Source: an optimization exercise on an open RTL-to-GDS flow (aim: small area and a short achievable clock period). Production flows keep margins and buffers that such runs may drop. In this exercise RTL edits were held to simulation tests only and were not proved equivalent to the original. Power and IR drop assume default switching activity.

### design.v
`default_nettype none
package core_pkg;
	typedef logic [32-1:0]     data_t;     
	typedef logic [5-1:0] reg_idx_t;  
	typedef logic [31:0]               inst_t;     
	typedef logic [11:0]               imm12_t;    
	typedef enum logic [2:0] {
		ALU_ADD = 3'd0,
		ALU_SUB = 3'd1,
		ALU_AND = 3'd2,
		ALU_OR  = 3'd3,
		ALU_XOR = 3'd4
	} alu_op_t;
	typedef enum logic [1:0] {
		KIND_ALU     = 2'd0,  
		KIND_HALT    = 2'd1,  
		KIND_ILLEGAL = 2'd2   
	} inst_kind_t;
	typedef enum logic [1:0] {
		STATUS_RUN     = 2'd0,
		STATUS_HALTED  = 2'd1,
		STATUS_ILLEGAL = 2'd2
	} status_t;
endpackage
`default_nettype wire
`timescale 1ns/1ps
`default_nettype none
module core_top (
	input  logic        clock,
	input  logic        reset,           
	input  logic        in_valid,
	input  logic [31:0] in_inst,
	output logic        in_ready,        
	output logic        commit_valid,
	output logic        commit_wr_en,
	output logic [4:0]  commit_wr_idx,
	output logic [31:0] commit_wr_data,
	output logic [1:0]  status
);
	logic        a_valid;
	logic [31:0] a_inst;
	assign in_ready = (status == 2'd0);
	always_ff @(posedge clock) begin
		if (!reset) a_valid <= 1'b0;
		else        a_valid <= in_valid && in_ready;
	end
	always_ff @(posedge clock) a_inst <= in_inst;
	logic [6:0] opcode;
	logic [2:0] funct3;
	logic [6:0] funct7;
	logic [4:0] rs1, rs2, rd;
	logic       is_reg, is_imm, is_alu, is_wfi;
	logic       op_sub, op_and, op_or, op_xor;
	assign opcode = a_inst[6:0];
	assign funct3 = a_inst[14:12];
	assign funct7 = a_inst[31:25];
	assign rs1    = a_inst[19:15];
	assign rs2    = a_inst[24:20];
	assign rd     = a_inst[11:7];
	assign is_imm = (opcode == 7'b0010011) && (funct3 == 3'b000);
	assign is_reg = (opcode == 7'b0110011) &&
		(((funct7 == 7'b0000000) && (funct3 == 3'b000 || funct3 == 3'b100 ||
		  funct3 == 3'b110 || funct3 == 3'b111)) ||
		 ((funct7 == 7'b0100000) && (funct3 == 3'b000)));
	assign is_alu = is_imm || is_reg;
	assign is_wfi = (a_inst == 32'h10500073);
	assign op_sub = is_reg && funct7[5];
	assign op_xor = is_reg && (funct3 == 3'b100);
	assign op_or  = is_reg && (funct3 == 3'b110);
	assign op_and = is_reg && (funct3 == 3'b111);
	logic [31:0] rf [1:31];
	logic        b_valid;
	logic        b_alu;       
	logic        b_halt;      
	logic        b_wr;        
	logic [4:0]  b_rd;
	logic        b_sub, b_and, b_or, b_xor;
	logic [31:0] b_a, b_b;    
	logic        b_fa, b_fb;  
	logic        c_wr;        
	logic [4:0]  c_rd;
	logic [31:0] c_data;
	logic [1:0]  c_status;
	logic        fc_a, fc_b;
	logic [31:0] rd_a, rd_b;
	assign fc_a = c_wr && (c_rd == rs1);
	assign fc_b = c_wr && (c_rd == rs2);
	always_comb begin
		rd_a = fc_a ? c_data : 32'd0;
		rd_b = fc_b ? c_data : 32'd0;
		for (int i = 1; i < 32; i++) begin
			rd_a = rd_a | ({32{!fc_a && (rs1 == 5'(i))}} & rf[i]);
			rd_b = rd_b | ({32{!fc_b && (rs2 == 5'(i))}} & rf[i]);
		end
	end
	always_ff @(posedge clock) begin
		if (!reset) b_valid <= 1'b0;
		else        b_valid <= a_valid;
	end
	always_ff @(posedge clock) begin
		b_alu  <= is_alu;
		b_halt <= is_wfi;
		b_wr   <= is_alu && (rd != 5'd0);
		b_rd   <= rd;
		b_sub  <= op_sub;
		b_and  <= op_and;
		b_or   <= op_or;
		b_xor  <= op_xor;
		b_fa   <= b_valid && b_wr && (b_rd == rs1) && (rs1 != 5'd0);
		b_fb   <= b_valid && b_wr && (b_rd == rs2) && (rs2 != 5'd0) && !is_imm;
		b_a    <= rd_a;
		b_b    <= is_imm ? {{20{a_inst[31]}}, a_inst[31:20]} : (op_sub ? ~rd_b : rd_b);
	end
	logic [31:0] op_a, op_b, alu_out;
	logic [32:0] sum;
	logic        take;
	assign op_a = b_fa ? c_data : b_a;
	assign op_b = b_fb ? (c_data ^ {32{b_sub}}) : b_b;
	assign sum  = {op_a, 1'b1} + {op_b, b_sub};
	always_comb begin
		if (b_and)      alu_out = op_a & op_b;
		else if (b_or)  alu_out = op_a | op_b;
		else if (b_xor) alu_out = op_a ^ op_b;
		else            alu_out = sum[32:1];
	end
	assign take = b_valid && in_ready;
	always_ff @(posedge clock) begin
		c_rd   <= b_rd;
		c_data <= alu_out;
	end
	always_ff @(posedge clock) begin
		if (!reset) begin
			commit_valid <= 1'b0;
			c_wr         <= 1'b0;
			c_status     <= 2'd0;
		end else begin
			commit_valid <= take;
			c_wr         <= take && b_wr;
			if (take && !b_alu)
				c_status <= b_halt ? 2'd1 : 2'd2;
		end
	end
	assign commit_wr_en   = c_wr;
	assign commit_wr_idx  = c_rd;
	assign commit_wr_data = c_data;
	assign status         = c_status;
	always_ff @(posedge clock) begin
		for (int i = 1; i < 32; i++)
			if (c_wr && (c_rd == 5'(i)))
				rf[i] <= c_data;
	end
endmodule
`default_nettype wire
### run.sh
#!/bin/bash
# synth_recipe.tcl (not shown) runs the flow's synth.tcl, then flattens the netlist and writes it again
# the make line also repeats each setting of config.mk as NAME=value (left out here)
make -C /OpenROAD-flow-scripts/flow DESIGN_CONFIG=/design/flow/config.mk WORK_HOME=/design/flow/orfs CLKGATE_MAP_FILE= SYNTH_SCRIPT=/design/flow/synth_recipe.tcl finish
### config.mk
export PLATFORM = sky130hd
export DESIGN_NAME = core_top
export DESIGN_NICKNAME = core_top
export VERILOG_FILES = /design/flow/design.v
export SDC_FILE = /design/flow/constraint.sdc
export NUM_CORES = 4
export LEC_CHECK = 0
export CAP_MARGIN = 20
export CORE_MARGIN = 2
export CORE_UTILIZATION = 40
export SLEW_MARGIN = 20
### constraint.sdc
create_clock -name core_clock -period 6.0 [get_ports {clock}]
set_input_delay 1.2000 -clock core_clock [delete_from_list [all_inputs] [get_ports {clock}]]
set_output_delay 1.2000 -clock core_clock [all_outputs]
set_load 0.01 [all_outputs]
==> results of run 1 <==
==> through the flow <==
stage | instance area, um2 | power [mW] | util, % | worst slack, ns | std cells
after detailed placement | 56200 | 13.6 | 43.5 | 1.58 | 5737
after global routing | 60300 | 21.7 | 46.7 | 1.29 | 5969
final | 60300 | 21.3 | 46.7 | 1.18 | 5991
after CTS | 60100 | 21.0 | 46.6 | 1.53 | 5964
after floorplan | 51900 | 11.9 | - | 2.30 | 3988
after global placement | 56200 | 13.6 | 43.5 | 1.65 | 5736
==> cell type report <==
cell class                 count  area share (%)
sequential                  1145            54.5
inverter                     113           0.703
timing repair buffer         312            4.40
clock buffer                 151            5.38
tap                         1742            3.61
multi-input combinational   2430            30.2
clock inverter                76            1.14
antenna                       22          0.0913
==> metal layers <==
layer	vias up	global-route usage, %	part of all wire (%)
met5	-	3.20	0.38
met4	47	29.3	9.9
met3	1801	23.0	19
met2	5787	53.9	38
met1	22200	47.4	33
li1	16700	-	-
==> sequential cells by signal (all words and copies together), names as in the netlist, 2 cells and up <==
signal	cells
c_rd	5
b_b	32
b_rd	5
b_a	32
c_data	32
c_status	2
a_inst	32
rf	992
==> cell usage in the layout (no fill, tap or decap), drive strengths merged, types with 10 or more instances in the layout <==
master / netlist / routed
o21ai: 75 / 75
or4: 10 / 10
and3: 30 / 30
a22oi: 524 / 524
diode: 0 / 22
dfxtp: 153 / 153
mux2i: 57 / 57
nand2: 218 / 218
nand3: 93 / 93
nand3b: 12 / 12
o211a: 10 / 10
nor2: 142 / 142
edfxtp: 992 / 992
xnor2: 65 / 65
a21oi: 122 / 122
a21boi: 25 / 25
o211ai: 97 / 97
clkinv: 1 / 54
a221o: 35 / 35
nand4: 111 / 111
buf: 122 / 236
a211oi: 32 / 32
a22o: 179 / 179
xor2: 15 / 15
nor3: 41 / 41
o2111ai: 50 / 50
clkbuf: 178 / 151
a21o: 18 / 18
a222oi: 21 / 21
a221oi: 120 / 120
ha: 64 / 64
nand2b: 11 / 11
o31ai: 20 / 20
and4: 20 / 20
and2: 11 / 11
nor4: 51 / 51
mux2: 11 / 11
clkdlybuf4s50: 0 / 76
bufinv: 0 / 10
inv: 112 / 119
==> worst register-to-register path, stage by stage (launching register included) <==
cell and delay (ns):
dfxtp_1 0.80, and2_2 0.96, a21o_1 0.62, nor2_4 0.24, buf_4 0.35, a22oi_1 0.26
nand4_1 0.11, nor4_1 0.43, nand4_1 0.64
==> power groups by stage <==
stage                     Combinational (mW)  Clock, mW  Sequential (mW)
after floorplan                         1.12          0             10.7
after global placement                  3.40          0             10.2
after detailed placement                3.42          0             10.2
after CTS                               3.42       7.55             10.0
after global routing                    3.74       7.87             10.1
final                                   3.62       7.61             10.1
==> worst min-delay path by stage <==
stage / start / end / slack (ns)
4_1_cts: a_inst[11] / b_rd[4] / 0.35
3_3_place_gp: a_inst[8] / b_rd[1] / 0.34
6_report: a_inst[11] / b_rd[4] / 0.35
2_1_floorplan: a_inst[11] / b_rd[4] / 0.33
5_1_grt: a_inst[10] / b_rd[3] / 0.36
3_5_place_dp: a_inst[11] / b_rd[4] / 0.34
==> logic make-up after synthesis <==
group           count (synthesis)
compound gates               1414
xor+xnor                       80
fa+ha+maj                      65
buf+inv                       413
flops                        1145
mux                            69
simple gates                  802
==> results.cfg, run 1 <==
[critical_path]
cp_top_family = simple AND/OR/NAND/NOR gates
reg2reg_to = b_a[16]
crit_chain = and2_2, a21o_1, nor2_4, buf_4, a22oi_1, nand4_1, nor4_1, nand4_1
crit_end = b_a[16]
r2r_slack_ns = 1.18
required_ns = 6.37
cp_data_arrival_time_ns = 5.19
startpoint_type = flop
crit_top_cell = nand4_1
cp-end-kind = flop
critPathLaunch = c_wr
slowest_stage = and2_2
r2r-start = c_wr
crit_cells = 8
r2r_cells = 8
critPathMaxStageDelay_ns = 0.96
critPathMaxFanout = 21
crit_buf_inv = 1
critPathKind = flop to flop

[detailed_routing]
viasPerCell = 7.76
antenna_left = 0
drcViolationCount = 0
first_pass_iters = 13
wl_per_cell_um = 45.7
vias = 46500
drt-total-wl_um = 274000
drtIter0Drc = 12100

[synth]
synth-seq-area-share_pct = 63.3
synth-xor-area-share_pct = 1.42
synth_edf_count = 992
synth.distinct_cells = 88
synth_common_cells = 992 x edfxtp_1, 524 x a22oi_1, 217 x nand2_1
ys_ff_latch = 1145
yosysWarnings = 2
ys.flop_type = edfxtp_1
synth-async-reset-ratio_pct = 0
synthAdderAreaFrac_pct = 1.58
synth_area_per_cell_um2 = 13.0
synth_top_area_cell = edfxtp_1
postSynthCellCount = 3988
synth_top_family_by_area = compound AO/OA/AOI/OAI gates
synth-compound-area-share_pct = 21.0
syn_nets = 4088
ys_top_cells_by_area = edfxtp_1 57%, a22oi_1 7.6%, dfxtp_1 5.9%
yosysTopAreaCellShare_pct = 57.4
synthMuxAreaShare_pct = 1.38
yosys.area_share.simple_pct = 7.96
syn_area_um2 = 51900
synth_most_common_cell = edfxtp_1

[clocking]
h-tree-depth = 3
clock_latency_ns = 0.78
cts_tree = yes
clockBufferDepth = 3
cts_sinks = 1145
cts_hold_buf = 0
cts_buffers = 120
cts_resized = 0
clkTransAtPathRegs_ns = 0.06
post_cts_buffers = 0
root_buffer = clkbuf_16

[floorplan]
rows = 132
dieArea_um2 = 133000
die_y_um = 364
die_x_um = 364
initial_core_util_pct = 40.2
core_region_area_um2 = 129000
io_pins = 77

[power_and_ir_drop]
ir_worst_vdd_v = 0.000260
powerDensity_nw_per_um2 = 353
power.switching_mw = 6.21
p_clk_share_pct = 35.8
pwr-share-comb_pct = 17.0
p_seq_share_pct = 47.2
leakage_nw = 19.8
intPower_mw = 15.1
power_switching_share_pct = 29.2

[finish]
drive_gt1_share_pct = 13.5
nNetsFinal = 4222
syn_to_final_growth_pct = 16.3
seq_area_um2 = 32900
fillCellCount = 11500
multi_input_area_um2 = 18200

[timing]
fmax_mhz = 208
finClkSkew_ns = 0.0437
rsz0062_at_grt = no
hold_slack_ns = 0.350
worst_pin_slew_ns = 1.35
final.setup.tns_ns = 0
timing.final.crit_share_pct = 80.3
slew_viol_final = 0
timing.final.crit_period_ns = 4.82
setup_viol = 0
timing.slew.headroom_pct = 9.77
hold_violations = 0

[place]
port_buffers = 76
gp_congestion = 1.06
dp_hpwl_um = 165000

[global_route]
antenna_found_initial = 23
grt_start_max_net_pins = 66
grt_pass1_vias = 42500
grt_pass1_wl_um = 363000
overflow = 0
grtUsageTotal_pct = 40.3

[run_status]
status = finished clean

[hold_path]
hold_class = flop to flop
hold_depth = 0

[job]
cap_viol_max_count = 0
==> run 2: changes to the inputs <==
--- a/design.v
+++ b/design.v
@@ -40,10 +40,29 @@
 	logic        a_valid;
 	logic [31:0] a_inst;
-	assign in_ready = (status == 2'd0);
+	logic        a_fc1, a_fc2;  
+	logic        a_fw1, a_fw2;  
+	logic [31:1] a_s1, a_s2;    
+	logic        fc1, fc2, fw1, fw2;
+	logic        r_ready;       
+	assign in_ready = r_ready;
 	always_ff @(posedge clock) begin
 		if (!reset) a_valid <= 1'b0;
 		else        a_valid <= in_valid && in_ready;
 	end
-	always_ff @(posedge clock) a_inst <= in_inst;
+	assign fc1 = b_valid && b_wr && r_ready && (in_inst[19:15] == b_rd);
+	assign fc2 = b_valid && b_wr && r_ready && (in_inst[24:20] == b_rd);
+	assign fw1 = c_wr && (in_inst[19:15] == c_rd);
+	assign fw2 = c_wr && (in_inst[24:20] == c_rd);
+	always_ff @(posedge clock) begin
+		a_inst <= in_inst;
+		a_fc1  <= fc1;
+		a_fc2  <= fc2;
+		a_fw1  <= fw1 && !fc1;
+		a_fw2  <= fw2 && !fc2;
+		for (int i = 1; i < 32; i++) begin
+			a_s1[i] <= (in_inst[19:15] == 5'(i)) && !fc1 && !fw1;
+			a_s2[i] <= (in_inst[24:20] == 5'(i)) && !fc2 && !fw2;
+		end
+	end
 	logic [6:0] opcode;
 	logic [2:0] funct3;
@@ -75,5 +94,5 @@
 	logic        b_wr;        
 	logic [4:0]  b_rd;
-	logic        b_sub, b_and, b_or, b_xor;
+	logic        b_add, b_sub, b_and, b_or;
 	logic [31:0] b_a, b_b;    
 	logic        b_fa, b_fb;  
@@ -82,14 +101,14 @@
 	logic [31:0] c_data;
 	logic [1:0]  c_status;
-	logic        fc_a, fc_b;
+	logic [31:0] w_data;      
+	logic [4:0]  w_rd;
+	logic        w_wr;
 	logic [31:0] rd_a, rd_b;
-	assign fc_a = c_wr && (c_rd == rs1);
-	assign fc_b = c_wr && (c_rd == rs2);
 	always_comb begin
-		rd_a = fc_a ? c_data : 32'd0;
-		rd_b = fc_b ? c_data : 32'd0;
+		rd_a = ({32{a_fc1}} & c_data) | ({32{a_fw1}} & w_data);
+		rd_b = ({32{a_fc2}} & c_data) | ({32{a_fw2}} & w_data);
 		for (int i = 1; i < 32; i++) begin
-			rd_a = rd_a | ({32{!fc_a && (rs1 == 5'(i))}} & rf[i]);
-			rd_b = rd_b | ({32{!fc_b && (rs2 == 5'(i))}} & rf[i]);
+			rd_a = rd_a | ({32{a_s1[i]}} & rf[i]);
+			rd_b = rd_b | ({32{a_s2[i]}} & rf[i]);
 		end
 	end
@@ -106,5 +125,5 @@
 		b_and  <= op_and;
 		b_or   <= op_or;
-		b_xor  <= op_xor;
+		b_add  <= !op_and && !op_or && !op_xor;
 		b_fa   <= b_valid && b_wr && (b_rd == rs1) && (rs1 != 5'd0);
 		b_fb   <= b_valid && b_wr && (b_rd == rs2) && (rs2 != 5'd0) && !is_imm;
@@ -113,19 +132,36 @@
 	end
 	logic [31:0] op_a, op_b, alu_out;
-	logic [32:0] sum;
+	logic [31:0] x, g, t;
 	logic        take;
+	logic [32:0] cg [0:6];    
+	logic [32:0] cp [0:6];    
 	assign op_a = b_fa ? c_data : b_a;
 	assign op_b = b_fb ? (c_data ^ {32{b_sub}}) : b_b;
-	assign sum  = {op_a, 1'b1} + {op_b, b_sub};
+	assign x    = op_a ^ op_b;
+	assign g    = op_a & op_b;
 	always_comb begin
-		if (b_and)      alu_out = op_a & op_b;
-		else if (b_or)  alu_out = op_a | op_b;
-		else if (b_xor) alu_out = op_a ^ op_b;
-		else            alu_out = sum[32:1];
+		cg[0] = {g, b_sub};
+		cp[0] = {x, 1'b0};
+		for (int l = 0; l < 6; l++) begin
+			for (int i = 0; i < 33; i++) begin
+				if (i >= (1 << l)) begin
+					cg[l+1][i] = cg[l][i] | (cp[l][i] & cg[l][i - (1 << l)]);
+					cp[l+1][i] = cp[l][i] & cp[l][i - (1 << l)];
+				end else begin
+					cg[l+1][i] = cg[l][i];
+					cp[l+1][i] = cp[l][i];
+				end
+			end
+		end
 	end
+	assign t = ({32{b_add}} & cg[6][31:0]) | ({32{b_and}} & (op_a | op_b)) | ({32{b_or}} & g);
+	assign alu_out = x ^ t;
 	assign take = b_valid && in_ready;
 	always_ff @(posedge clock) begin
 		c_rd   <= b_rd;
 		c_data <= alu_out;
+		w_data <= c_data;
+		w_rd   <= c_rd;
+		w_wr   <= c_wr;
 	end
 	always_ff @(posedge clock) begin
@@ -134,9 +170,12 @@
 			c_wr         <= 1'b0;
 			c_status     <= 2'd0;
+			r_ready      <= 1'b1;
 		end else begin
 			commit_valid <= take;
 			c_wr         <= take && b_wr;
-			if (take && !b_alu)
+			if (take && !b_alu) begin
 				c_status <= b_halt ? 2'd1 : 2'd2;
+				r_ready  <= 1'b0;
+			end
 		end
 	end
@@ -147,6 +186,6 @@
 	always_ff @(posedge clock) begin
 		for (int i = 1; i < 32; i++)
-			if (c_wr && (c_rd == 5'(i)))
-				rf[i] <= c_data;
+			if (w_wr && (w_rd == 5'(i)))
+				rf[i] <= w_data;
 	end
 endmodule
--- a/config.mk
+++ b/config.mk
@@ -8,4 +8,5 @@
 export CAP_MARGIN = 20
 export CORE_MARGIN = 2
-export CORE_UTILIZATION = 40
+export CORE_UTILIZATION = 30
+export SETUP_SLACK_MARGIN = 3.0
 export SLEW_MARGIN = 20
==> results.cfg, run 2 <==
[clocking]
cts_buffers = 130
h-tree-depth = 4
clockBufferDepth = 3
cts_sinks = 1250
clkTransAtPathRegs_ns = 0.06
cts_tree = yes
root_buffer = clkbuf_16
clock_latency_ns = 0.81

[power_and_ir_drop]
report.power.total_mw = 22.7
ir_worst_vdd_v = 0.000344
leakage_nw = 19.6
powerDensity_nw_per_um2 = 373

[finish]
nNetsFinal = 4022
largest_reg_flops = 992
regMostFlops = rf
mostFrequentLayoutCell = edfxtp_1
fillCellCount = 16400
layout_common_cells = 992 x edfxtp_1, 704 x a22oi_1, 174 x nand4_1
drive_gt1_share_pct = 14.3
syn_to_final_growth_pct = 17.9

[floorplan]
initial_core_util_pct = 30.2
io_pins = 77
die_y_um = 419
dieArea_um2 = 176000
die_x_um = 419
core_region_area_um2 = 172000
rows = 152

[critical_path]
r2r-start = a_fc2
critPathMaxFanout = 14
r2r_slack_ns = 2.80
required_ns = 6.63
r2r_cells = 7
reg2reg_to = b_b[4]
critPathKind = flop to flop
cp-end-kind = flop
crit_end = b_b[4]
startpoint_type = flop
cp_data_arrival_time_ns = 3.83
critPathLaunch = a_fc2

[timing]
setup_ws_ns = 2.80
rsz0062_at_grt = yes
timing.final.crit_share_pct = 53.3
slew_viol_final = 0
hold_violations = 0
worst_pin_slew_ns = 1.19
timing.slew.headroom_pct = 20.6
finClkSkew_ns = 0.0414
final.setup.tns_ns = 0
timing.final.crit_period_ns = 3.20
setup_viol = 0
fmax_mhz = 313

[detailed_routing]
drcViolationCount = 0
drtIter0Drc = 11200
first_pass_iters = 10
drt-total-wl_um = 248000
antenna_left = 0
viasPerCell = 6.82
vias = 43300
wl_per_cell_um = 39.0

[global_route]
grt_start_max_net_pins = 65
antenna_found_initial = 15
grtUsageTotal_pct = 27.2
grt_pass1_wl_um = 330000
grt_pass1_vias = 40100
overflow = 0

[synth]
postSynthCellCount = 3799
synth_edf_count = 992
synth-seq-area-share_pct = 67.5
syn_area_um2 = 51800
synth.distinct_cells = 77
synth_common_cells = 992 x edfxtp_1, 704 x a22oi_1, 258 x dfxtp_1
ys_ff_latch = 1250
ys_top_cells_by_area = edfxtp_1 58%, a22oi_1 10%, dfxtp_1 10%
ys.flop_type = edfxtp_1
synth_most_common_cell = edfxtp_1
synth_area_per_cell_um2 = 13.6
synth_top_area_cell = edfxtp_1
synth-async-reset-ratio_pct = 0
yosysWarnings = 4
yosysTopAreaCellShare_pct = 57.5
syn_nets = 3898

[place]
dp_hpwl_um = 133000
dp_slack_ns = 2.39
gp_congestion = 0.963
port_buffers = 76

[run_status]
status = finished clean

[hold_path]
hold_class = flop to flop

[job]
cap_viol_max_count = 0
-- run 2: critical path: stages, from the launching register on --
cell     delay, ns
dfxtp_2       0.66
buf_4         0.43
a22oi_1       0.25
nand4_1       0.13
nor4_1        0.38
nand2_1       0.12
xnor2_1       0.89
o21ai_1       0.15
-- run 2: what timing repair did --
item                                    CTS  global route
hold buffers                              0             0
pin swaps                                 0             5
gates cloned                              0             1
endpoints found under the setup margin   63            50
gates resized for setup                  90            62
buffers inserted                         20            17
-- run 2: cell families after synthesis --
kind of cell | synth area share (%)
buf+inv | 2.47
fa+ha+maj | 1.55
simple gates | 7.08
flops | 67.5
xor+xnor | 1.61
compound gates | 19.1
mux | 0.657
-- run 2: metrics by stage --
stage / cells / hold slack, ns / utilization, % / area [um2]
CTS: 6322 / 0.346 / 35.3 / 60500
global placement: 6061 / 0.329 / 32.6 / 55900
global route: 6342 / 0.355 / 35.6 / 61000
finish: 6351 / 0.343 / 35.6 / 61000
detailed placement: 6062 / 0.332 / 32.6 / 55900
floorplan: 3799 / 0.323 / - / 51800
-- run 2: power by group --
part	switching [mW]	internal, mW	total, mW
sequential	1.17	10.7	11.9
combinational	1.63	0.891	2.52
clock	3.58	4.71	8.30
total	6.39	16.3	22.7
-- run 2: final cells by class --
type / instances / area (um2) / area share [%]
clock buffers: 182 / 3680 / 6.03
multi-input cells: 2213 / 16000 / 26.3
inverters: 78 / 293 / 0.480
repair buffers: 250 / 2270 / 3.72
clock inverters: 58 / 626 / 1.03
flip-flops and latches: 1250 / 35200 / 57.7
diodes: 10 / 25.0 / 0.0410
well taps: 2310 / 2890 / 4.74
-- run 2: worst min path at each step --
| stage | startpoint | end | slack, ns | cells after the start |
|---|---|---|---|---|
| finish | a_inst[8] | b_rd[1] | 0.34 | 0 |
| floorplan | a_inst[10] | b_rd[3] | 0.32 | 0 |
| CTS | a_inst[8] | b_rd[1] | 0.35 | 0 |
| global route | a_inst[8] | b_rd[1] | 0.36 | 0 |
| global placement | a_inst[10] | b_rd[3] | 0.33 | 0 |
| detailed placement | a_inst[8] | b_rd[1] | 0.33 | 0 |
-- run 2: layer usage --
metal | vias to the layer above | GRT usage (%) | share of wire (%)
li1 | 15900 | - | -
met1 | 20600 | 32.3 | 32
met2 | 5200 | 38.5 | 40
met3 | 1528 | 13.5 | 19
met4 | 22 | 17.8 | 8.7
met5 | - | 0.445 | 0.15
==> run 3: changes to the inputs <==
--- a/design.v
+++ b/design.v
@@ -141,7 +141,7 @@
 	assign g    = op_a & op_b;
 	always_comb begin
-		cg[0] = {g, b_sub};
-		cp[0] = {x, 1'b0};
-		for (int l = 0; l < 6; l++) begin
+		cg[0] = {1'b0, g[31:1], g[0] | (x[0] & b_sub)};
+		cp[0] = {1'b0, x};
+		for (int l = 0; l < 5; l++) begin
 			for (int i = 0; i < 33; i++) begin
 				if (i >= (1 << l)) begin
@@ -155,5 +155,5 @@
 		end
 	end
-	assign t = ({32{b_add}} & cg[6][31:0]) | ({32{b_and}} & (op_a | op_b)) | ({32{b_or}} & g);
+	assign t = ({32{b_add}} & {cg[5][30:0], b_sub}) | ({32{b_and}} & (op_a | op_b)) | ({32{b_or}} & g);
 	assign alu_out = x ^ t;
 	assign take = b_valid && in_ready;
==> flow/run.sh (new file) <==
#!/bin/bash
set -euo pipefail
bash standard.sh "BUFFER_PORTS_ARGS=-buffer_cell sky130_fd_sc_hd__buf_4" finish > make_finish.log 2>&1
==> standard.sh (new file) <==
#!/bin/bash
# synth_recipe.tcl (not shown) runs the flow's synth.tcl, then flattens the netlist and writes it again
# the make line also repeats each setting of config.mk as NAME=value (left out here)
make -C /OpenROAD-flow-scripts/flow DESIGN_CONFIG=/design/flow/config.mk WORK_HOME=/design/flow/orfs CLKGATE_MAP_FILE= SYNTH_SCRIPT=/design/flow/synth_recipe.tcl "${@:-finish}"
--- a/config.mk
+++ b/config.mk
@@ -8,5 +8,5 @@
 export CAP_MARGIN = 20
 export CORE_MARGIN = 2
-export CORE_UTILIZATION = 30
-export SETUP_SLACK_MARGIN = 3.0
+export CORE_UTILIZATION = 35
+export SETUP_SLACK_MARGIN = 3.4
 export SLEW_MARGIN = 20
removed: run.sh
==> results.cfg, run 3 <==
[timing]
final.setup.tns_ns = 0
hold_violations = 0
timing.final.crit_period_ns = 2.86
worst_pin_slew_ns = 1.27
setup_ws_ns = 3.14
rsz0062_at_grt = yes
fmax_mhz = 350
setup_viol = 0
slew_viol_final = 0
timing.final.crit_share_pct = 47.6
timing.slew.headroom_pct = 15.2
finClkSkew_ns = 0.0361

[critical_path]
slowest_stage = dfxtp_4
required_ns = 6.66
critPathMaxFanout = 6
cp_data_arrival_time_ns = 3.52
crit_buf_inv = 4
critPathMaxStageDelay_ns = 0.41
crit_chain = buf_12, mux2i_4, inv_2, ha_4, a21o_1, nand4_1, buf_4, buf_6, a31oi_4, nand3_2, a2111oi_4, nor3_2, xnor2_1
startpoint_type = flop
crit_cells = 13
cp_top_family = compound AO/OA/AOI/OAI gates
r2r_cells = 13
critPathKind = flop to flop
cp-end-kind = flop

[floorplan]
dieArea_um2 = 150000
core_region_area_um2 = 146000
io_pins = 77
rows = 140
die_x_um = 388
initial_core_util_pct = 35.3
die_y_um = 388

[global_route]
antenna_found_initial = 15
overflow = 0
grt_pass1_vias = 39900
grt_start_max_net_pins = 47
grt_pass1_wl_um = 336000
grtUsageTotal_pct = 32.2

[detailed_routing]
first_pass_iters = 13
drcViolationCount = 0
viasPerCell = 7.33
vias = 43600
drtIter0Drc = 11100
wl_per_cell_um = 42.4
antenna_left = 0
drt-total-wl_um = 253000

[synth]
synth.distinct_cells = 68
yosysWarnings = 4
syn_area_um2 = 51500
postSynthCellCount = 3753
synth_most_common_cell = edfxtp_1
synth_top_area_cell = edfxtp_1
synth_edf_count = 992
ys_ff_latch = 1250
synth_common_cells = 992 x edfxtp_1, 694 x a22oi_1, 258 x dfxtp_1
ys.flop_type = edfxtp_1
synth_area_per_cell_um2 = 13.7
synth-async-reset-ratio_pct = 0
yosysTopAreaCellShare_pct = 57.9
ys_top_cells_by_area = edfxtp_1 58%, a22oi_1 10%, dfxtp_1 10%
syn_nets = 3852
synth-seq-area-share_pct = 67.9

[power_and_ir_drop]
powerDensity_nw_per_um2 = 371
leakage_nw = 19.8
report.power.total_mw = 22.7
ir_worst_vdd_v = 0.000310

[clocking]
cts_tree = yes
cts_buffers = 120
root_buffer = clkbuf_16
clkTransAtPathRegs_ns = 0.07
h-tree-depth = 3
cts_hold_buf = 0
clockBufferDepth = 3
clock_latency_ns = 0.78
cts_sinks = 1250

[finish]
mostFrequentLayoutCell = edfxtp_1
final_area_um2 = 61300
syn_to_final_growth_pct = 19.0
fin_util_pct = 42.0
nNetsFinal = 4018
drive_gt1_share_pct = 20.2
fillCellCount = 13100
regMostFlops = rf
layout_common_cells = 992 x edfxtp_1, 694 x a22oi_1, 265 x buf_4
largest_reg_flops = 992

[hold_path]
hold_depth = 0
hold_class = flop to flop

[job]
cap_viol_max_count = 0

[place]
gp_congestion = 0.955
dp_slack_ns = 2.36
port_buffers = 76
dp_hpwl_um = 134000
post_dp_cell_area_um2 = 54800

[run_status]
status = finished clean
-- run 3: per-layer routing --
| metal | track usage, % | up-vias | share of wire [%] |
|---|---|---|---|
| li1 | - | 15800 | - |
| met1 | 38.9 | 20900 | 32 |
| met2 | 45.0 | 5366 | 40 |
| met3 | 15.7 | 1551 | 19 |
| met4 | 21.5 | 32 | 9.0 |
| met5 | 0.925 | - | 0.18 |
-- run 3: worst reg2reg max path, delay by kind of cell, from the launching register on --
kind,cells,cell delay [ns]
compound gates,3,0.71
xor+xnor,1,0.13
fa+ha+maj,1,0.27
buf+inv,4,0.56
flops,1,0.41
mux,1,0.27
simple gates,3,0.43
-- run 3: logic make-up (layout without fill, tap and decap cells) --
group                    count (synthesis)  after routing  synth area share [%]
AO/OA/AOI/OAI                         1287           1287                  19.1
flip-flops                            1250           1250                  67.9
AND/OR/NAND/NOR                        683            684                  6.63
buffers and inverters                  336            607                  2.50
XOR/XNOR                                99             99                  1.68
adder cells (fa/ha/maj)                 64             64                  1.56
multiplexers                            34             34                 0.661
other                                    0              9                     0
-- run 3: where the power goes --
part / switching, mW / internal (mW)
Clock: 3.50 / 4.51
Sequential: 1.43 / 10.8
Combinational: 1.48 / 1.05
-- run 3: final timing paths --
path,from,end,slack [ns]
worst max-delay path,b_fa,c_data[30],3.14
worst min-delay path,a_inst[10],b_rd[3],0.35
worst max register to register,b_fa,c_data[30],3.14
worst min register to register,a_inst[10],b_rd[3],0.35
-- run 3: metrics by stage --
stage	instances	hold WS, ns
finish	5951	0.351
detailed placement	5605	0.334
global placement	5601	0.330
CTS	5914	0.350
floorplan	3753	0.323
global route	5942	0.353
-- run 3: cell type report --
| cell class | instances | area [um2] | share of cell area [%] |
|---|---|---|---|
| diodes | 9 | 22.5 | 0.0367 |
| clock buffers | 155 | 3280 | 5.35 |
| clock inverters | 73 | 815 | 1.33 |
| inverters | 73 | 274 | 0.447 |
| multi-input cells | 2168 | 16600 | 27.1 |
| flip-flops and latches | 1250 | 35200 | 57.5 |
| well taps | 1917 | 2400 | 3.91 |
| repair buffers | 306 | 2650 | 4.33 |
-- run 3: repair_timing --
item                       in CTS  in global routing
setup endpoints to repair     288                 66
pin swaps                      60                 50
cloned                          3                  0
gates resized for setup       212                 94
buffers inserted               78                 28
==> run 4: changes to the inputs <==
==> flow/run.sh (replaced) <==
#!/bin/bash
set -euo pipefail
bash standard.sh \
  "BUFFER_PORTS_ARGS=-buffer_cell sky130_fd_sc_hd__buf_4" \
  "CTS_ARGS=-sink_clustering_enable -repair_clock_nets -dont_use_dummy_load" \
  finish > make_finish.log 2>&1
==> results.cfg, run 4 <==
[finish]
mostFrequentLayoutCell = edfxtp_1
largest_reg_flops = 992
layout_common_cells = 992 x edfxtp_1, 694 x a22oi_1, 264 x buf_4
nNetsFinal = 4018
syn_to_final_growth_pct = 17.0
regMostFlops = rf
drive_gt1_share_pct = 18.4

[detailed_routing]
first_pass_iters = 14
drtIter0Drc = 11600
antenna_left = 0
drcViolationCount = 0
drt-total-wl_um = 252000
viasPerCell = 7.38
vias = 43100
wl_per_cell_um = 43.1

[critical_path]
startpoint_type = flop
critPathMaxFanout = 6
cp_top_family = compound AO/OA/AOI/OAI gates
cp_data_arrival_time_ns = 3.52
r2r_slack_ns = 3.18
required_ns = 6.69
critPathKind = flop to flop
crit_chain = buf_12, buf_8, mux2i_4, inv_2, ha_4, buf_6, nand2_4, a2111oi_4, o31ai_4, a21oi_4, a31oi_4, o31ai_2, xor2_1
crit_cells = 13
cp-end-kind = flop
slowest_stage = dfxtp_4
critPathMaxStageDelay_ns = 0.39
r2r_cells = 13
crit_buf_inv = 4

[synth]
yosysTopAreaCellShare_pct = 57.9
synth_most_common_cell = edfxtp_1
postSynthCellCount = 3753
synth_edf_count = 992
ys_ff_latch = 1250
synth.distinct_cells = 68
syn_nets = 3852
syn_area_um2 = 51500
yosysWarnings = 4
synth_top_area_cell = edfxtp_1
synth_common_cells = 992 x edfxtp_1, 694 x a22oi_1, 258 x dfxtp_1
synth-async-reset-ratio_pct = 0
ys_top_cells_by_area = edfxtp_1 58%, a22oi_1 10%, dfxtp_1 10%
ys.flop_type = edfxtp_1
synth_area_per_cell_um2 = 13.7
synth-seq-area-share_pct = 67.9

[timing]
hold_slack_ns = 0.349
rsz0062_at_grt = yes
hold_violations = 0
timing.final.crit_period_ns = 2.82
final.setup.tns_ns = 0
finClkSkew_ns = 0.0449
setup_viol = 0
timing.final.crit_share_pct = 47.1
fmax_mhz = 354
slew_viol_final = 0
worst_pin_slew_ns = 1.30
timing.slew.headroom_pct = 13.3

[power_and_ir_drop]
powerDensity_nw_per_um2 = 353
report.power.total_mw = 21.3
p_seq_share_pct = 57.6
power.switching_mw = 6.02
p_clk_share_pct = 31.0
leakage_nw = 19.4
pwr-share-comb_pct = 11.5
ir_worst_vdd_v = 0.000301
intPower_mw = 15.3
power_switching_share_pct = 28.3

[hold_path]
hold_depth = 0
hold_class = flop to flop

[run_status]
status = finished clean

[global_route]
overflow = 0
grt_pass1_vias = 39800
antenna_found_initial = 19
grt_pass1_wl_um = 335000
grtUsageTotal_pct = 32.1
grt_start_max_net_pins = 47

[clocking]
cts_tree = yes
clockBufferDepth = 3
clock_latency_ns = 0.78
root_buffer = clkbuf_16
cts_sinks = 1250
h-tree-depth = 3
cts_buffers = 120
clkTransAtPathRegs_ns = 0.06

[floorplan]
rows = 140
die_x_um = 388
core_region_area_um2 = 146000
initial_core_util_pct = 35.3
die_y_um = 388
dieArea_um2 = 150000
io_pins = 77

[place]
port_buffers = 76
dp_hpwl_um = 134000
gp_congestion = 0.955

[job]
cap_viol_max_count = 0
run 4: final timing paths:
kind | from | to
worst min-delay path | a_inst[11] | b_rd[4]
worst max-delay path | b_fa | c_data[19]
worst min register to register | a_inst[11] | b_rd[4]
worst max register to register | b_fa | c_data[19]
run 4: per-layer routing:
layer	track usage, %	vias up	part of all wire, %
met5	0.383	-	0.14
met4	21.0	32	8.8
met3	16.1	1557	19
met2	44.8	5210	40
met1	38.9	20600	32
li1	-	15700	-
run 4: kinds of logic (layout without fill, tap and decap cells):
logic type               count (synthesis)  in the layout  synth area share [%]
AO/OA/AOI/OAI                         1287           1287                  19.1
XOR/XNOR                                99             99                  1.68
adder cells (fa/ha/maj)                 64             64                  1.56
buffers and inverters                  336            499                  2.50
flip-flops                            1250           1250                  67.9
multiplexers                            34             34                 0.661
other                                    0              7                     0
AND/OR/NAND/NOR                        683            684                  6.63
run 4: stage by stage:
| stage | cell area [um2] | worst slack [ns] | utilization (%) | std cells |
|---|---|---|---|---|
| global placement | 54700 | 2.41 | 37.5 | 5601 |
| global route | 60200 | 3.10 | 41.3 | 5835 |
| floorplan | 51600 | 3.40 | - | 3753 |
| detailed placement | 54800 | 2.36 | 37.6 | 5605 |
| CTS | 59500 | 3.25 | 40.8 | 5806 |
| finish | 60300 | 3.18 | 41.3 | 5841 |
run 4: final cells by class:
class                           instances  area (um2)
Sequential cell                      1250       35200
Timing Repair Buffer                  306        2690
Clock buffer                          120        3000
Multi-Input combinational cell       2168       16700
Fill cell                           13200       85700
Antenna cell                            7        17.5
Tap cell                             1917        2400
Inverter                               73         274
run 4: what timing repair did:
item / CTS / global route
buffers inserted: 77 / 28
pin swaps: 63 / 50
setup endpoints to repair: 279 / 67
hold buffers: 0 / 0
cloned: 4 / 0
gates resized for setup: 196 / 95
run 4: power by group through the flow:
stage	Combinational (mW)	Clock (mW)	Sequential [mW]
after global routing	2.55	6.86	12.3
after detailed placement	1.76	0	12.3
after CTS	2.14	6.53	12.1
after global placement	1.74	0	12.3
final	2.44	6.60	12.3
after floorplan	1.02	0	11.6
==> run 5: changes to the inputs <==
--- a/config.mk
+++ b/config.mk
@@ -11,2 +11,3 @@
 export SETUP_SLACK_MARGIN = 3.4
 export SLEW_MARGIN = 20
+export TNS_END_PERCENT = 30
==> results.cfg, run 5 <==
[floorplan]
io_pins = 77
die_y_um = 388
die_x_um = 388
core_region_area_um2 = 146000
initial_core_util_pct = 35.3
rows = 140
dieArea_um2 = 150000

[critical_path]
reg2reg_to = b_b[19]
cp_data_arrival_time_ns = 3.54
critPathKind = flop to flop
r2r_slack_ns = 3.05
r2r_cells = 7
r2r-start = a_s2[1]
startpoint_type = flop
required_ns = 6.59
critPathMaxFanout = 21
cp-end-kind = flop

[synth]
synth-seq-area-share_pct = 67.9
synth_area_per_cell_um2 = 13.7
yosysWarnings = 4
synth.distinct_cells = 68
syn_area_um2 = 51500
synth_top_area_cell = edfxtp_1
syn_nets = 3852
synth-async-reset-ratio_pct = 0
synth_most_common_cell = edfxtp_1
synth_edf_count = 992
postSynthCellCount = 3753
ys.flop_type = edfxtp_1
ys_ff_latch = 1250
ys_top_cells_by_area = edfxtp_1 58%, a22oi_1 10%, dfxtp_1 10%
yosysTopAreaCellShare_pct = 57.9
synth_common_cells = 992 x edfxtp_1, 694 x a22oi_1, 258 x dfxtp_1

[place]
gp_congestion = 0.955
dp_hpwl_um = 134000
post-place-cells = 5605
port_buffers = 76

[timing]
timing.final.crit_share_pct = 49.1
final.setup.tns_ns = 0
finClkSkew_ns = 0.0422
fmax_mhz = 339
setup_viol = 0
rsz0062_at_grt = yes
worst_pin_slew_ns = 1.35
hold_violations = 0
slew_viol_final = 0
timing.slew.headroom_pct = 9.93
timing.final.crit_period_ns = 2.95

[global_route]
grtUsageTotal_pct = 32.1
overflow = 0
grt_pass1_wl_um = 335000
grt_pass1_vias = 39800
antenna_found_initial = 17
grt_start_max_net_pins = 47

[finish]
regMostFlops = rf
largest_reg_flops = 992
mostFrequentLayoutCell = edfxtp_1
fillCellCount = 13300
drive_gt1_share_pct = 16.8
syn_to_final_growth_pct = 15.7
layout_common_cells = 992 x edfxtp_1, 694 x a22oi_1, 254 x buf_4
nNetsFinal = 3993
layout.cells.non_filler = 5819

[detailed_routing]
drt-total-wl_um = 251000
vias = 43000
drcViolationCount = 0
first_pass_iters = 14
antenna_left = 0
viasPerCell = 7.39
wl_per_cell_um = 43.1
drtIter0Drc = 11000

[hold_path]
min_to = b_rd[2]
min-delay-start = a_inst[9]
hold_class = flop to flop
hold_depth = 0

[clocking]
clkTransAtPathRegs_ns = 0.06
clockBufferDepth = 3
h-tree-depth = 3
cts_tree = yes
cts_hold_buf = 0
cts_sinks = 1250
cts_buffers = 120
clock_latency_ns = 0.76
root_buffer = clkbuf_16

[power_and_ir_drop]
powerDensity_nw_per_um2 = 354
ir_worst_vdd_v = 0.000297
leakage_nw = 19.1

[job]
cap_viol_max_count = 0

[run_status]
status = finished clean
[run 5: cell counts after synthesis]
Identical to the previous run, type by type.
[run 5: kinds of logic (layout without fill, tap and decap cells)]
family,after synthesis,after routing,share of synthesized area [%]
AOI/OAI and AO/OA,1287,1287,19.1
DFF,1250,1250,67.9
and+or+nand+nor,683,684,6.63
buffers and inverters,336,474,2.50
xor gates and xnor gates,99,99,1.68
adders and majority gates,64,64,1.56
muxes,34,34,0.661
other,0,10,0
[run 5: worst max path at each step]
stage / slack (ns) / from / cells past startpoint / end
2_1_floorplan: 3.40 / b_fa / 13 / c_data[30]
3_3_place_gp: 2.41 / b_fa / 9 / c_data[28]
3_5_place_dp: 2.36 / b_fa / 9 / c_data[28]
4_1_cts: 3.14 / w_wr / 4 / rf[12][9]
5_1_grt: 3.10 / b_fa / 12 / c_data[28]
6_report: 3.05 / a_s2[1] / 7 / b_b[19]
[run 5: critical path, stage by stage, from the launching register on]
cell and delay, ns:
dfxtp_2 0.90, buf_4 0.66, a22oi_1 0.25, nand4_1 0.14, nor4_1 0.08, a21oi_1 0.15
a31oi_1 0.09, o21ai_0 0.50
[run 5: report_power, final]
| group | internal (mW) | total [mW] | switching (mW) | leakage [nW] |
|---|---|---|---|---|
| Combinational | 0.948 | 2.28 | 1.33 | 6.51 |
| Clock | 3.47 | 6.59 | 3.12 | 1.48 |
| Sequential | 10.7 | 12.2 | 1.49 | 11.1 |
[run 5: routing by layer]
layer  vias up  track usage, %  wire, um
li1      15700               -         -
met1     20700            39.0     82300
met2      5113            44.8     99400
met3      1468            15.7     47200
met4        35            20.9     21700
met5         -           0.606       419
[run 5: layout make-up]
| class | count | area (um2) | share of cell area, % |
|---|---|---|---|
| antenna | 10 | 25.0 | 0.0420 |
| clock buffer | 120 | 3000 | 5.04 |
| inverter | 73 | 274 | 0.460 |
| multi-input combinational | 2168 | 16300 | 27.3 |
| sequential | 1250 | 35200 | 59.0 |
| tap | 1917 | 2400 | 4.03 |
| timing repair buffer | 281 | 2410 | 4.04 |
[run 5: what timing repair did]
| action | CTS | global route |
|---|---|---|
| buffers inserted | 65 | 15 |
| pin swaps | 54 | 23 |
| gates cloned | 4 | 0 |
| setup endpoints to repair | 279 | 244 |
| gates resized for setup | 177 | 22 |
[run 5: stage by stage]
step / hold slack (ns) / worst slack [ns] / area [um2] / util [%] / power [mW]
floorplan: 0.323 / 3.40 / 51600 / - / 12.7
global placement: 0.330 / 2.41 / 54700 / 37.5 / 14.0
detailed placement: 0.334 / 2.36 / 54800 / 37.6 / 14.1
CTS: 0.349 / 3.14 / 59300 / 40.6 / 20.8
global route: 0.353 / 3.10 / 59500 / 40.8 / 21.5
finish: 0.348 / 3.05 / 59600 / 40.8 / 21.1
==> run 6: changes to the inputs <==
--- a/config.mk
+++ b/config.mk
@@ -11,3 +11,3 @@
 export SETUP_SLACK_MARGIN = 3.4
 export SLEW_MARGIN = 20
-export TNS_END_PERCENT = 30
+export TNS_END_PERCENT = 20
==> results.cfg, run 6 <==
[clocking]
clkTransAtPathRegs_ns = 0.06
cts_buffers = 120
clock_latency_ns = 0.76
cts_sinks = 1250
clockBufferDepth = 3
root_buffer = clkbuf_16
cts_hold_buf = 0
cts_tree = yes
h-tree-depth = 3

[floorplan]
core_region_area_um2 = 146000
io_pins = 77
rows = 140
die_y_um = 388
dieArea_um2 = 150000
initial_core_util_pct = 35.3
die_x_um = 388

[timing]
timing.final.crit_share_pct = 49.6
timing.final.crit_period_ns = 2.98
slew_viol_final = 0
rsz0062_at_grt = yes
fmax_mhz = 336
setup_viol = 0
worst_pin_slew_ns = 1.32
final.setup.tns_ns = 0
finClkSkew_ns = 0.0450
timing.slew.headroom_pct = 11.7
hold_slack_ns = 0.348
hold_violations = 0

[synth]
yosysTopAreaCellShare_pct = 57.9
yosysWarnings = 4
syn_area_um2 = 51500
synth_top_area_cell = edfxtp_1
synth.distinct_cells = 68
synth_most_common_cell = edfxtp_1
ys_top_cells_by_area = edfxtp_1 58%, a22oi_1 10%, dfxtp_1 10%
ys.flop_type = edfxtp_1
ys_ff_latch = 1250
postSynthCellCount = 3753
syn_nets = 3852
synth_area_per_cell_um2 = 13.7
synth-seq-area-share_pct = 67.9
synth-async-reset-ratio_pct = 0
synth_edf_count = 992
synth_common_cells = 992 x edfxtp_1, 694 x a22oi_1, 258 x dfxtp_1

[power_and_ir_drop]
leakage_nw = 19.1
ir_worst_vdd_v = 0.000298
powerDensity_nw_per_um2 = 354

[critical_path]
cp-end-kind = flop
crit_end = b_b[19]
r2r-start = a_s2[1]
cp_data_arrival_time_ns = 3.56
r2r_cells = 7
critPathMaxFanout = 21
critPathKind = flop to flop
critPathLaunch = a_s2[1]
startpoint_type = flop
reg2reg_to = b_b[19]
required_ns = 6.58
r2r_slack_ns = 3.02

[finish]
regMostFlops = rf
nNetsFinal = 3986
layout_common_cells = 992 x edfxtp_1, 694 x a22oi_1, 251 x buf_4
final_area_um2 = 59400
syn_to_final_growth_pct = 15.4
largest_reg_flops = 992
drive_gt1_share_pct = 16.6
fin_util_pct = 40.7
mostFrequentLayoutCell = edfxtp_1

[detailed_routing]
first_pass_iters = 15
drt-total-wl_um = 250000
wl_per_cell_um = 43.1
viasPerCell = 7.36
antenna_left = 0
drcViolationCount = 0
vias = 42800
drtIter0Drc = 11200

[run_status]
status = finished clean

[place]
port_buffers = 76
gp_congestion = 0.955
dp_hpwl_um = 134000
post_dp_cell_area_um2 = 54800

[global_route]
grt_pass1_wl_um = 334000
grt_start_max_net_pins = 47
overflow = 0
grt_pass1_vias = 39800
use_met1_pct = 38.8
grt-busiest-layer = met2
met3_usage_pct = 16.0
grtUsageMet2_pct = 44.6
grtUsageTotal_pct = 32.0
antenna_found_initial = 19

[hold_path]
hold_depth = 0
hold_class = flop to flop

[job]
cap_viol_max_count = 0
## run 6: cell counts after synthesis
No cell type changed its count.
## run 6: cells by family (layout without fill, tap and decap cells)
logic type / after synthesis / count (layout) / synth area share, %
compound gates: 1287 / 1287 / 19.1
xor+xnor: 99 / 99 / 1.68
fa+ha+maj: 64 / 64 / 1.56
buf+inv: 336 / 467 / 2.50
flops: 1250 / 1250 / 67.9
mux: 34 / 34 / 0.661
other cells: 0 / 8 / 0
simple gates: 683 / 684 / 6.63
## run 6: layout make-up
type / instances / area (um2)
repair buffers: 274 / 2320
multi-input cells: 2168 / 16200
well taps: 1917 / 2400
flip-flops and latches: 1250 / 35200
diodes: 8 / 20.0
fillers: 13300 / 86500
clock buffers: 120 / 3000
inverters: 73 / 274
## run 6: timing repair
action | CTS | global route
pin swaps | 53 | 17
buffers inserted | 63 | 10
resized for setup | 170 | 15
endpoints found under the setup margin | 279 | 271
cloned | 4 | 0
## run 6: metrics by stage
step	total power, mW	setup WS (ns)	cells
6_report	21.1	3.02	5810
2_1_floorplan	12.7	3.40	3753
3_3_place_gp	14.0	2.41	5601
5_1_grt	21.5	3.11	5803
3_5_place_dp	14.1	2.36	5605
4_1_cts	20.8	3.12	5792
## run 6: routing by layer
layer / wire (um) / vias to the layer above
met2: 98600 / 5034
li1: - / 15600
met3: 47300 / 1456
met4: 21700 / 39
met5: 480 / -
met1: 82200 / 20600
## run 6: worst min-delay path by stage
stage | from | endpoint | slack [ns]
3_3_place_gp | a_inst[8] | b_rd[1] | 0.33
2_1_floorplan | a_inst[10] | b_rd[3] | 0.32
5_1_grt | a_inst[9] | b_rd[2] | 0.35
3_5_place_dp | a_inst[9] | b_rd[2] | 0.33
6_report | a_inst[9] | b_rd[2] | 0.35
4_1_cts | a_inst[9] | b_rd[2] | 0.35
## run 6: power breakdown
| part | internal, mW | switching [mW] | leakage [nW] | total [mW] |
|---|---|---|---|---|
| Combinational | 0.936 | 1.31 | 6.47 | 2.25 |
| Clock | 3.47 | 3.11 | 1.48 | 6.58 |
| Sequential | 10.7 | 1.49 | 11.1 | 12.2 |
| Total | 15.1 | 5.91 | 19.1 | 21.1 |
## run 6: critical path: stages, from the launching register on
cell and delay (ns):
dfxtp_2 0.90, buf_4 0.66, a22oi_1 0.25, nand4_1 0.14, nor4_1 0.08, a21oi_1 0.15, a31oi_1 0.09, o21ai_0 0.52

static timing again, ports no longer ideal:
The results above use ideal ports. As a check the final layouts listed here were re-extracted and re-timed, cells and wires unchanged.
Step 1, drivers: a clkbuf_16 drives clock and a buf_2 each remaining input, both assumed.
Step 2 also shifts input and output timing later by t, the mid clock arrival at the registers, as if the neighbouring blocks saw the same clock.
a / b / c = no drivers / after step 1 / after step 2; a / b = the first two.
run	t, ns	slack for setup (ns)	worst setup path after step 2	clock arrival spread, ns	worst register clock-pin slew, ns
run 1	0.840	1.181 / 1.181 / 1.181	register to register	0.044 / 0.044	0.07 / 0.07
run 2	0.878	2.801 / 2.801 / 2.694	input to register	0.042 / 0.042	0.07 / 0.07
run 3	0.832	3.144 / 3.144 / 3.141	input to register	0.040 / 0.039	0.07 / 0.07
run 4	0.828	3.175 / 3.175 / 3.169	input to register	0.050 / 0.050	0.07 / 0.07
run 5	0.815	3.051 / 3.051 / 3.051	register to register	0.046 / 0.045	0.07 / 0.07
run 6	0.810	3.025 / 2.962 / 3.025	register to register	0.049 / 0.049	0.07 / 0.07
After both steps setup and hold are still met in every run listed. The setup slack of run 2, which loses most, moves by 0.000 ns with the drivers and by -0.107 ns with both steps.
